Context: an optimization exercise on an open-source flow, tuned for small area, a short achievable clock period and few clock cycles per item. The choices shown serve that exercise and are no tape-out recipe.
At most, simulation tests tie the RTL to the original design; equivalence was not proved.
No activity file was given, so power comes from the tool's default toggle rates.

// segment_address_translation_core
module segment_address_translation_core (
    input  logic                         i_clk,
    input  logic                         i_rst_n,
    input  logic                         i_cfg_valid,
    output logic                         o_cfg_ready,
    input  logic [sat_pkg::DATA_W-1:0]   i_cfg_data,
    input  logic                         i_valid,
    output logic                         o_ready,
    input  logic                         i_action,
    input  logic [sat_pkg::DATA_W-1:0]   i_logical_address,
    input  logic [sat_pkg::DATA_W-1:0]   i_byte_count,
    input  logic [sat_pkg::SLOT_W-1:0]   i_entry_slot,
    input  logic [sat_pkg::ID_W-1:0]     i_entry_id,
    input  logic [sat_pkg::DATA_W-1:0]   i_entry_base,
    input  logic [sat_pkg::DATA_W-1:0]   i_entry_size,
    input  logic                         i_entry_valid,
    output logic                         o_valid,
    input  logic                         i_ready,
    output logic [sat_pkg::DATA_W-1:0]   o_physical_address,
    output logic                         o_fault,
    output logic [sat_pkg::DATA_W-1:0]   o_segment_number,
    output logic [sat_pkg::DATA_W-1:0]   o_offset
);
Settings: LEC_CHECK=0, CAP_MARGIN=20, CORE_MARGIN=2, CORE_UTILIZATION=55, CTS_BUF_LIST=sky130_fd_sc_hd__clkbuf_8 sky130_fd_sc_hd__clkbuf_16, CTS_CLUSTER_DIAMETER=80, CTS_CLUSTER_SIZE=24, SETUP_SLACK_MARGIN=2.2, SLEW_MARGIN=20; clock period 5.0 ns.
run.sh (not shown) runs the stock make flow with config.mk's settings and CLKGATE_MAP_FILE= SYNTH_SCRIPT=/design/flow/synth_recipe.tcl, a recipe that flattens the netlist after the stock synthesis.
The baseline completed without violations.
Testbench counts at the start, summed over its fixed seeds: cycles 4,936, items 4,800.
==> next run, changes <==
Settings changed: SETUP_SLACK_MARGIN 2.2 to 2.4.
=>
- The changed run finished with timing, DRC and antenna clean
- final area goes up by 2.4%
- setup slack gains 0.043 ns
- final cell count went up by 1.9%
- die area stays the same
- synthesized area does not change
- combinational power grows by 10%
==> next run, changes <==
Settings changed: SETUP_SLACK_MARGIN 2.4 to 2.6.
What happened:
- combinational power went up by about 12%
- sequential share of layout area went down by 2.0 points
- design area went up by about 3%

========
Setup of the baseline:
Another version of the RTL of segment_address_translation_core (not shown whole).
Size in the first run: roughly 4300 cells after synthesis, ~1600 flip-flops, about 150 I/O pins.
// segment_address_translation_core
module segment_address_translation_core (
    input  logic                         i_clk,
    input  logic                         i_rst_n,
    input  logic                         i_cfg_valid,
    output logic                         o_cfg_ready,
    input  logic [sat_pkg::DATA_W-1:0]   i_cfg_data,
    input  logic                         i_valid,
    output logic                         o_ready,
    input  logic                         i_action,
    input  logic [sat_pkg::DATA_W-1:0]   i_logical_address,
    input  logic [sat_pkg::DATA_W-1:0]   i_byte_count,
    input  logic [sat_pkg::SLOT_W-1:0]   i_entry_slot,
    input  logic [sat_pkg::ID_W-1:0]     i_entry_id,
    input  logic [sat_pkg::DATA_W-1:0]   i_entry_base,
    input  logic [sat_pkg::DATA_W-1:0]   i_entry_size,
    input  logic                         i_entry_valid,
    output logic                         o_valid,
    input  logic                         i_ready,
    output logic [sat_pkg::DATA_W-1:0]   o_physical_address,
    output logic                         o_fault,
    output logic [sat_pkg::DATA_W-1:0]   o_segment_number,
    output logic [sat_pkg::DATA_W-1:0]   o_offset
);
    localparam logic [16:0] RP = sat_pkg::DIV_REGPOS;
    localparam logic [16:0] CP = sat_pkg::DIV_COPYPOS;
    logic        adv;
    logic        in_fire;
    logic        div_busy;
    logic [15:0] r_max_seg;
    logic [15:0] r_div;
    logic [16:1] r_hz;
    logic        r_dpend;
    logic        r_out_valid;
    logic [15:0] r_out_phys;
    logic        r_out_fault;
    logic [15:0] r_out_seg;
    logic [15:0] r_out_off;
    assign adv         = !r_out_valid || i_ready;
    assign o_ready     = adv && !r_dpend;
    assign o_cfg_ready = 1'b1;
    assign in_fire     = i_valid && o_ready;
    always_ff @(posedge i_clk) begin
        if (!i_rst_n) begin
            r_max_seg <= sat_pkg::MAX_SEG_RESET;
  ...
Settings: LEC_CHECK=0, CAP_MARGIN=20, CORE_MARGIN=2, CORE_UTILIZATION=40, SETUP_SLACK_MARGIN=2.1, SLEW_MARGIN=20; clock period 5.0 ns.
--- input diff the baseline..the candidate ---
# the baseline
export LEC_CHECK = 0
export CAP_MARGIN = 20
export CORE_MARGIN = 2
export CORE_UTILIZATION = 40
export SETUP_SLACK_MARGIN = 2.1
export SLEW_MARGIN = 20
create_clock -name core_clock -period 5.0 [get_ports {i_clk}]
# the candidate
export LEC_CHECK = 0
export CAP_MARGIN = 20
export CORE_MARGIN = 2
export CORE_UTILIZATION = 40
export CTS_BUF_LIST = sky130_fd_sc_hd__clkbuf_4 sky130_fd_sc_hd__clkbuf_8
export SETUP_SLACK_MARGIN = 1.9
export SLEW_MARGIN = 20
create_clock -name core_clock -period 5.0 [get_ports {i_clk}]
--- outcome ---
- The run showing the greater final cycle utilization of the critical path is the baseline.
- Measured against each other, the candidate and the baseline differ in setup slack on the worst flop-to-flop path, the higher figure coming from the candidate.
- Looking only at delay contributed by the slowest stage of the critical path, and setting everything else aside, the lower value of the candidate and the baseline goes to the baseline.
- As far as count of sequential standard cells goes, the candidate and the baseline are indistinguishable; the numbers are identical.
- The synthesized cell count on the candidate is in line with that on the baseline.
- Across both runs, final core area utilization was lower for the candidate than for the baseline.
- Per the comparison of the candidate with the baseline, number of antenna violations at the first check in global routing went up by 5; achievable clock frequency went up by about 4%; via count of the first global-routing pass went up by about 2.3%.
No functional check of the RTL was part of any run of this note.

==> re-timing with driven ports <==
The flow's constraints put no driver on any port. The routed layouts listed below were extracted and timed again, unchanged, in two steps.
Step 1 assumes that a clkbuf_16 drives the clock port and a buf_2 every other input.
Step 2 adds t to the input delays and takes it off the output delays; t is the mean of the earliest and latest rising clock arrival at the registers after step 1. Input paths then give back, and output paths get back, about the clock's delay inside the block.
Slacks: ideal ports / drivers / drivers and shift; pairs: ideal ports / drivers.
run | shift t [ns] | setup WS [ns] | worst data-port slew with drivers (ns)
the first run of note 1 | 0.754 | 2.256 / 2.253 / 1.551 | 0.04
the second run of note 1 | 0.754 | 2.299 / 2.299 / 1.597 | 0.04
the third run of note 1 | 0.756 | 2.307 / 2.339 / 1.596 | 0.04
the baseline | 0.858 | 1.567 / 1.567 / 1.389 | 0.06
the candidate | 1.020 | 1.706 / 1.706 / 1.141 | 0.06
After both steps every run listed still meets setup and hold. The setup slack of the third run of note 1, which loses most, moves by +0.032 ns with the drivers and by -0.711 ns with both steps.
